Background: an optimization exercise with open tools, aiming at small area. Do not read the settings as production practice.
In this exercise RTL edits were held to simulation tests only and were not proved equivalent to the original.
Power is estimated from default activity; no workload was simulated.

==> flow/design.v <==
module isp_tile_packer #(
  parameter int IMGW_WIDTH     = 11,
  parameter int IMGH_WIDTH     = 11,
  parameter int PIX_WIDTH      = 24,
  parameter int LANES          = 32,
  parameter int ISP_DATA_WIDTH = 768,
  parameter int ISP_ADDR_WIDTH = 10
) (
  input  logic                      clk,
  input  logic                      rst_n,
  input  logic [IMGW_WIDTH-1:0]     img_width_i,
  input  logic [IMGH_WIDTH-1:0]     img_height_i,
  input  logic                      top_start_i,
  input  logic                      pix_vld_i,
  output logic                      pix_rdy_o,
  input  logic [PIX_WIDTH-1:0]      pix_dat_i,
  input  logic                      pix_sof_i,
  input  logic                      pix_eol_i,
  input  logic                      isp_rdy_i,
  output logic                      isp_resp_o,
  output logic                      isp_wen_o,
  output logic [ISP_ADDR_WIDTH-1:0] isp_waddr_o,
  output logic [ISP_DATA_WIDTH-1:0] isp_wdata_o,
  output logic                      isp_done_o,
  output logic                      busy_o,
  output logic                      frame_done_o,
  output logic                      err_o
);
  localparam int BUF_W = (LANES - 1) * PIX_WIDTH;
  typedef enum logic [1:0] {IDLE, WAIT_RDY, FILL, DONE} state_e;
  state_e                    state_q, state_d;
  logic [5:0]                tiles_q;       
  logic [IMGH_WIDTH-1:0]     lines_left_q;
  logic [4:0]                lane_q;        
  logic [4:0]                tile_q;        
  logic [4:0]                row_q;         
  logic                      first_q;       
  logic [BUF_W-1:0]          lane_buf_q;
  logic [PIX_WIDTH-1:0]      lane31_q;
  logic                      wen_q;
  logic                      done_q;
  logic [5:0] tiles_in;
  logic [5:0] tile_inc;
  logic       start_ok;
  logic       xfer;
  logic       last_lane;
  logic       last_tile;
  logic       last_col;
  logic       band_end;
  logic       lines_zero;
  assign tiles_in   = img_width_i[10:5];
  assign start_ok   = top_start_i && (state_q == IDLE) &&
                      (tiles_in != 6'd0) && (img_height_i != '0);
  assign pix_rdy_o  = (state_q == FILL);
  assign xfer       = pix_vld_i && pix_rdy_o;
  assign last_lane  = &lane_q;
  assign tile_inc   = {1'b0, tile_q} + 6'd1;
  assign last_tile  = (tile_inc == tiles_q);
  assign last_col   = last_lane && last_tile;
  assign lines_zero = (lines_left_q == '0);
  assign band_end   = xfer && last_col &&
                      ((&row_q) || (lines_left_q == IMGH_WIDTH'(1)));
  always_ff @(posedge clk or negedge rst_n) begin
    if (!rst_n) state_q <= IDLE;
    else        state_q <= state_d;
  end
  always_comb begin
    state_d = state_q;
    unique case (state_q)
      IDLE:     if (start_ok) state_d = WAIT_RDY;
      WAIT_RDY: if (isp_rdy_i) state_d = FILL;
      FILL:     if (band_end) state_d = DONE;
      DONE:     state_d = lines_zero ? IDLE : WAIT_RDY;
      default:  state_d = IDLE;
    endcase
  end
  assign isp_resp_o = (state_q == WAIT_RDY) && isp_rdy_i;
  assign busy_o     = (state_q != IDLE);
  always_ff @(posedge clk or negedge rst_n) begin
    if (!rst_n) begin
      wen_q  <= 1'b0;
      done_q <= 1'b0;
    end else begin
      wen_q  <= xfer && last_lane;
      done_q <= (state_q == DONE);
    end
  end
  always_ff @(posedge clk) begin
    if (start_ok) begin
      tiles_q      <= tiles_in;
      lines_left_q <= img_height_i;
      lane_q       <= '0;
      first_q      <= 1'b1;
    end else if (xfer) begin
      lane_q  <= lane_q + 5'd1;
      first_q <= 1'b0;
      if (last_col) lines_left_q <= lines_left_q - IMGH_WIDTH'(1);
      if (lane_q == 5'd0) begin
        if (first_q) begin
          tile_q <= '0;
          row_q  <= '0;
        end else if (last_tile) begin
          tile_q <= '0;
          row_q  <= row_q + 5'd1;
        end else begin
          tile_q <= tile_inc[4:0];
        end
      end
    end
  end
  for (genvar l = 0; l < LANES - 1; l++) begin : g_lane
    logic ld, hold;
    assign ld   = xfer && (lane_q == 5'(l));
    assign hold = (lane_q != 5'(l));
    always_ff @(posedge clk) begin
      lane_buf_q[l*PIX_WIDTH +: PIX_WIDTH] <=
          (lane_buf_q[l*PIX_WIDTH +: PIX_WIDTH] & {PIX_WIDTH{hold}}) |
          (pix_dat_i & {PIX_WIDTH{ld}});
    end
  end
  always_ff @(posedge clk) begin
    lane31_q <= pix_dat_i;
  end
  assign isp_wen_o    = wen_q;
  assign isp_waddr_o  = {row_q, tile_q};
  assign isp_wdata_o  = {lane31_q, lane_buf_q};
  assign isp_done_o   = done_q;
  assign frame_done_o = done_q && lines_zero;
  logic err_q;
  always_ff @(posedge clk or negedge rst_n) begin
    if (!rst_n) begin
      err_q <= 1'b0;
    end else if (start_ok) begin
      err_q <= 1'b0;
    end else if (xfer) begin
      if ((pix_sof_i != first_q) || (pix_eol_i != last_col)) begin
        err_q <= 1'b1;
      end
    end
  end
  assign err_o = err_q;
  logic unused_inputs;
  assign unused_inputs = ^{img_width_i[4:0], pix_sof_i, pix_eol_i};
endmodule
export LEC_CHECK = 0
export CAP_MARGIN = 0
export CORE_MARGIN = 2
export CORE_UTILIZATION = 40
export GPL_ROUTABILITY_DRIVEN = 0
export SLEW_MARGIN = 0
create_clock -name core_clock -period 6.0 [get_ports {clk}]
standard.sh (not shown) runs the stock make flow with config.mk's settings and CLKGATE_MAP_FILE= SYNTH_SCRIPT=/design/flow/synth_recipe.tcl, a recipe that flattens the netlist after the stock synthesis.
==> flow/flow/run.sh <==
#!/bin/bash
set -euo pipefail
cd "$(dirname "$0")/.."
bash standard.sh \
  "BUFFER_PORTS_ARGS=-buffer_cell sky130_fd_sc_hd__buf_1" \
  "CTS_ARGS=-sink_clustering_enable -repair_clock_nets -dont_use_dummy_load -buf_list sky130_fd_sc_hd__clkbuf_4 -sink_clustering_size 10 -sink_clustering_max_diameter 40" \
  finish > flow_standard.log 2>&1
The first run finished with timing, DRC and antenna clean.
Then changed:
GPL_ROUTABILITY_DRIVEN = not set   (was 0)
Die area is unchanged.
Cell area stays the same.
Routed wire length does not change.
Global-route usage does not change.
Combinational power is about the same.
Critical path depth stays the same.
Count of clock-buffer cells in the layout stays the same.
Cell count does not change.
Power is unchanged.
Maximum frequency stays the same.
Setup slack is unchanged.
Then changed:
==> flow/flow/run.sh (replaced) <==
#!/bin/bash
set -euo pipefail
cd "$(dirname "$0")/.."
bash standard.sh \
  "BUFFER_PORTS_ARGS=-buffer_cell sky130_fd_sc_hd__buf_1" \
  "CTS_ARGS=-sink_clustering_enable -repair_clock_nets -dont_use_dummy_load -buf_list sky130_fd_sc_hd__clkbuf_4 -root_buf sky130_fd_sc_hd__clkbuf_16 -sink_clustering_size 10 -sink_clustering_max_diameter 40" \
  finish > flow_standard.log 2>&1
Power increases slightly.
Hold slack gains 250 ps.
Non-clock buffer count does not change.
Clock power goes up by roughly a tenth.
Worst setup slack is worse by 85 ps.
Via count went down slightly.
Sequential power barely changes.
Then changed:
==> flow/flow/run.sh (replaced) <==
#!/bin/bash
set -euo pipefail
cd "$(dirname "$0")/.."
bash standard.sh \
  "BUFFER_PORTS_ARGS=-buffer_cell sky130_fd_sc_hd__buf_1" \
  "CTS_ARGS=-sink_clustering_enable -repair_clock_nets -dont_use_dummy_load -buf_list sky130_fd_sc_hd__clkbuf_4 -sink_clustering_size 11 -sink_clustering_max_diameter 45" \
  finish > flow_standard.log 2>&1
- routed wire length barely changes
- worst setup slack gets better by 59 ps
- utilization came out lower by 0.31 points
- global-route usage barely changes
- clock-buffer cell count fell by 7
- register-to-register slack is better by 30 ps
Then changed:
==> flow/flow/run.sh (replaced) <==
#!/bin/bash
set -euo pipefail
cd "$(dirname "$0")/.."
bash standard.sh \
  "BUFFER_PORTS_ARGS=-buffer_cell sky130_fd_sc_hd__buf_1" \
  "CTS_ARGS=-sink_clustering_enable -repair_clock_nets -dont_use_dummy_load -buf_list sky130_fd_sc_hd__clkbuf_4 -sink_clustering_size 10 -sink_clustering_max_diameter 40" \
  "RECOVER_POWER=100" \
  finish > flow_standard.log 2>&1
After rerunning: With this change the flow ran to the end with violations: max-capacitance violations, max-slew violations. Sequential power barely changes. Cell count is about the same. Register-to-register slack got worse by 150 ps. Fmax fell by 14%. Power fell by 0.79%.

* * *

Starts from the design.v that is shown in full above.
Settings: LEC_CHECK=0, CAP_MARGIN=0, CORE_MARGIN=2, CORE_UTILIZATION=40, SLEW_MARGIN=0; clock period 6.0 ns.
==> flow/flow/run.sh <==
#!/bin/bash
set -euo pipefail
cd "$(dirname "$0")/.."
bash standard.sh \
  "BUFFER_PORTS_ARGS=-buffer_cell sky130_fd_sc_hd__buf_1" \
  "CTS_ARGS=-sink_clustering_enable -repair_clock_nets -dont_use_dummy_load -buf_list sky130_fd_sc_hd__clkbuf_4 -sink_clustering_size 9 -sink_clustering_max_diameter 36" \
  finish > flow_standard.log 2>&1
Then changed:
==> flow/flow/run.sh (replaced) <==
#!/bin/bash
set -euo pipefail
cd "$(dirname "$0")/.."
bash standard.sh \
  "BUFFER_PORTS_ARGS=-buffer_cell sky130_fd_sc_hd__buf_1" \
  "CTS_ARGS=-sink_clustering_enable -dont_use_dummy_load -buf_list sky130_fd_sc_hd__clkbuf_4 -sink_clustering_size 10 -sink_clustering_max_diameter 40" \
  finish > flow_standard.log 2>&1
Combinational power is about the same.
First-iteration DRC count went down by 9.9%.
Sequential share of layout area went up by 0.15 points.
Cell area hardly moves.
Routed wire length hardly moves.
Flip-flop and latch count stays the same.
Hold slack is better by 20 ps.

* * *

Setup of v6:
Starts from the design.v that is shown in full above.
Settings: LEC_CHECK=0, CAP_MARGIN=0, CORE_MARGIN=2, CORE_UTILIZATION=46, SLEW_MARGIN=0; clock period 6.0 ns.
==> flow/flow/run.sh <==
#!/bin/bash
set -euo pipefail
cd "$(dirname "$0")/.."
bash standard.sh \
  "BUFFER_PORTS_ARGS=-buffer_cell sky130_fd_sc_hd__buf_1" \
  "CTS_ARGS=-sink_clustering_enable -repair_clock_nets -dont_use_dummy_load -buf_list sky130_fd_sc_hd__clkbuf_4 -sink_clustering_size 10 -sink_clustering_max_diameter 40" \
  finish > flow_standard.log 2>&1
Changes in v7 relative to v6:
Settings: swapping 46 for 40 in CORE_UTILIZATION.
==> flow/flow/run.sh <==
#!/bin/bash
set -euo pipefail
cd "$(dirname "$0")/.."
bash standard.sh \
  "BUFFER_PORTS_ARGS=-buffer_cell sky130_fd_sc_hd__buf_1" \
  "CTS_ARGS=-sink_clustering_enable -repair_clock_nets -dont_use_dummy_load -buf_list {sky130_fd_sc_hd__clkbuf_4 sky130_fd_sc_hd__clkbuf_8} -sink_clustering_size 10 -sink_clustering_max_diameter 40" \
  finish > flow_standard.log 2>&1
--- outcome ---
[compare] base=v6 new=v7: number of non-clock buffers in the layout now sits lower, share of the clock period used by the worst path after layout now sits lower.
[v7 vs v6] via count of the first global-routing pass: lower in v7
Compared with v6, the detailed router inserted fewer vias in v7.
Clock period minus worst slack for v7: 0.078 ns down relative to v6

* * *

Another version of the RTL of isp_tile_packer (not shown whole).
Size: ~810 flip-flops, roughly 840 I/O pins, about 25000 µm² of cells after synthesis.
clock: 6.0 ns
lec_check: 0
cap_margin: 20
core_margin: 2
core_utilization: 40
slew_margin: 20
==> flow/flow/run.sh <==
#!/bin/bash
set -euo pipefail
cd "$(dirname "$0")/.."
bash standard.sh \
  "BUFFER_PORTS_ARGS=-buffer_cell sky130_fd_sc_hd__buf_1" \
  "CTS_ARGS=-sink_clustering_enable -repair_clock_nets -dont_use_dummy_load -buf_list sky130_fd_sc_hd__clkbuf_4 -sink_clustering_size 11 -sink_clustering_max_diameter 45" \
  finish > flow_standard.log 2>&1
Rerun with:
==> flow/flow/run.sh (replaced) <==
#!/bin/bash
set -euo pipefail
cd "$(dirname "$0")/.."
bash standard.sh \
  "BUFFER_PORTS_ARGS=-buffer_cell sky130_fd_sc_hd__buf_1" \
  "CTS_ARGS=-sink_clustering_enable -repair_clock_nets -dont_use_dummy_load" \
  finish > flow_standard.log 2>&1
- CTS_BUF_LIST: unset -> sky130_fd_sc_hd__clkbuf_8
- CTS_CLUSTER_DIAMETER: unset -> 100
- CTS_CLUSTER_SIZE: unset -> 30
=>
- critical path depth is unchanged
- maximum frequency is higher by 6.7%
- sequential power stays flat
- routed wire length goes up by 0.38%
- die area does not change
Rerun with:
==> flow/flow/run.sh (replaced) <==
#!/bin/bash
set -euo pipefail
cd "$(dirname "$0")/.."
bash standard.sh \
  "BUFFER_PORTS_ARGS=-buffer_cell sky130_fd_sc_hd__buf_1" \
  "CTS_ARGS=-sink_clustering_enable -repair_clock_nets -dont_use_dummy_load -buf_list sky130_fd_sc_hd__clkbuf_4 -sink_clustering_size 11 -sink_clustering_max_diameter 45" \
  finish > flow_standard.log 2>&1
- CAP_MARGIN: 20 -> 0
- CTS_BUF_LIST: sky130_fd_sc_hd__clkbuf_8 -> unset
- CTS_CLUSTER_DIAMETER: 100 -> unset
- CTS_CLUSTER_SIZE: 30 -> unset
- SLEW_MARGIN: 20 -> 0
- routed wire length hardly moves
- synthesized area does not change
- clock power came out lower by well over a third
- clock-buffer cell count came out higher by 14
- core utilization came out lower by 2.3 points

* * *

Starting RTL as in the previous note.
clock: 6.0 ns
lec_check: 0
cap_margin: 20
core_margin: 2
core_utilization: 40
cts_buf_list: sky130_fd_sc_hd__clkbuf_4
cts_cluster_diameter: 80
cts_cluster_size: 20
slew_margin: 20
==> flow/flow/run.sh <==
#!/bin/bash
set -euo pipefail
cd "$(dirname "$0")/.."
bash standard.sh \
  "BUFFER_PORTS_ARGS=-buffer_cell sky130_fd_sc_hd__buf_1" \
  "CTS_ARGS=-sink_clustering_enable -repair_clock_nets -dont_use_dummy_load" \
  finish > flow_standard.log 2>&1
The first run finished with timing, DRC and antenna clean.
Edit:
--- a/flow/flow/run.sh
+++ b/flow/flow/run.sh
@@ -6 +6 @@
-  "CTS_ARGS=-sink_clustering_enable -repair_clock_nets -dont_use_dummy_load" \
+  "CTS_ARGS=-sink_clustering_enable -repair_clock_nets -dont_use_dummy_load -buf_list sky130_fd_sc_hd__clkbuf_8 -sink_clustering_size 22 -sink_clustering_max_diameter 50" \
--- a/flow/config.mk
+++ b/flow/config.mk
@@ -11,3 +10,0 @@
-export CTS_BUF_LIST = sky130_fd_sc_hd__clkbuf_4
-export CTS_CLUSTER_DIAMETER = 80
-export CTS_CLUSTER_SIZE = 20
Outcome:
- The changed run finished clean
- die area does not change
- clock power goes down by about 35%
- wire length is lower by about 0.55%
Edit:
==> flow/flow/run.sh (replaced) <==
#!/bin/bash
set -euo pipefail
cd "$(dirname "$0")/.."
bash standard.sh \
  "BUFFER_PORTS_ARGS=-buffer_cell sky130_fd_sc_hd__buf_1" \
  "CTS_ARGS=-sink_clustering_enable -repair_clock_nets -dont_use_dummy_load -buf_list sky130_fd_sc_hd__clkbuf_4 -sink_clustering_size 11 -sink_clustering_max_diameter 45" \
  finish > flow_standard.log 2>&1
--- a/flow/config.mk
+++ b/flow/config.mk
@@ -10,0 +11 @@
+export PLACE_DENSITY = 0.95
What happened:
- The new run produced a clean layout
- register-to-register slack loses 450 ps
- power decreases by 3.1%
- final cell count came out higher by 0.48%
- die area does not change
- setup slack got worse by 370 ps
- first-iteration DRC count grows by 87%
Edit:
==> flow/flow/run.sh (replaced) <==
#!/bin/bash
set -euo pipefail
cd "$(dirname "$0")/.."
bash standard.sh \
  "BUFFER_PORTS_ARGS=-buffer_cell sky130_fd_sc_hd__buf_1" \
  "CTS_ARGS=-sink_clustering_enable -repair_clock_nets -dont_use_dummy_load -buf_list sky130_fd_sc_hd__clkbuf_8 -sink_clustering_size 16 -sink_clustering_max_diameter 50" \
  finish > flow_standard.log 2>&1
--- a/flow/config.mk
+++ b/flow/config.mk
@@ -11 +10,0 @@
-export PLACE_DENSITY = 0.95
The new run produced a clean layout.
Final area grows slightly.
Utilization climbs by 0.48 points.
Hold slack improves by 180 ps.
Via count decreases by roughly a tenth.
Setup slack improves by 380 ps.
Sequential share of layout area goes down by 0.55 points.
Sequential power goes down slightly.
Total power is higher by a few percent.
Clock skew decreases by 52 ps.

afterwards: timing with drivers on the ports:
How much do the figures lean on ideal ports? The routed layouts below were timed once more, with nothing changed but the port constraints. Step 1 sets driving cells, clkbuf_16 on the clock port and buf_2 on the other inputs (assumed; they add their load-dependent delay and slew). Step 2 also shifts input and output timing later by t, the mid clock arrival at the registers, as if the neighbouring blocks saw the same clock. Slacks: no drivers / after step 1 / after step 2; pairs: no drivers / after step 1.
| run | shift t [ns] | setup slack, ns | hold slack, ns | worst setup path at the end | cell pins on the clock port's net |
|---|---|---|---|---|---|
| the first run of note 1 | 0.916 | 2.509 / 2.458 / 1.824 | 0.192 / 0.187 / 0.446 | input to register | 1 |
| the second run of note 1 | 0.916 | 2.509 / 2.458 / 1.824 | 0.192 / 0.187 / 0.446 | input to register | 1 |
| the third run of note 1 | 0.650 | 2.424 / 2.464 / 1.813 | 0.446 / 0.446 / 0.446 | input to register | 1 |
| the fourth run of note 1 | 0.922 | 2.482 / 2.418 / 1.818 | 0.219 / 0.207 / 0.445 | input to register | 1 |
| the fifth run of note 1 | 0.909 | 1.921 / 1.958 / 1.049 | 0.190 / 0.182 / 0.449 | input to register | 1 |
| the first run of note 2 | 0.917 | 2.507 / 2.466 / 1.819 | 0.172 / 0.175 / 0.444 | input to register | 1 |
| the second run of note 2 | 0.916 | 2.509 / 2.458 / 1.824 | 0.192 / 0.187 / 0.446 | input to register | 1 |
| v6 | 0.892 | 2.423 / 2.372 / 1.698 | 0.217 / 0.221 / 0.446 | input to register | 1 |
| v7 | 0.739 | 2.500 / 2.511 / 1.800 | 0.388 / 0.389 / 0.445 | input to register | 1 |
| the first run of note 4 | 0.869 | 2.522 / 2.456 / 2.542 | 0.195 / 0.170 / 0.445 | input to register | 1 |
| the second run of note 4 | 0.648 | 2.740 / 2.675 / 2.497 | 0.432 / 0.408 / 0.446 | input to register | 1 |
| the third run of note 4 | 0.875 | 2.536 / 2.473 / 2.493 | 0.175 / 0.150 / 0.447 | input to register | 1 |
| the first run of note 5 | 0.648 | 2.740 / 2.675 / 2.497 | 0.432 / 0.408 / 0.446 | input to register | 1 |
| the second run of note 5 | 0.686 | 2.693 / 2.627 / 2.578 | 0.381 / 0.354 / 0.446 | input to register | 1 |
| the third run of note 5 | 0.870 | 2.319 / 2.262 / 1.927 | 0.205 / 0.189 / 0.450 | input to register | 1 |
| the fourth run of note 5 | 0.701 | 2.696 / 2.632 / 2.555 | 0.385 / 0.365 / 0.446 | input to register | 1 |
For the fifth run of note 1, which loses most, drivers alone change the setup slack by +0.037 ns; drivers and shift together by -0.872 ns.
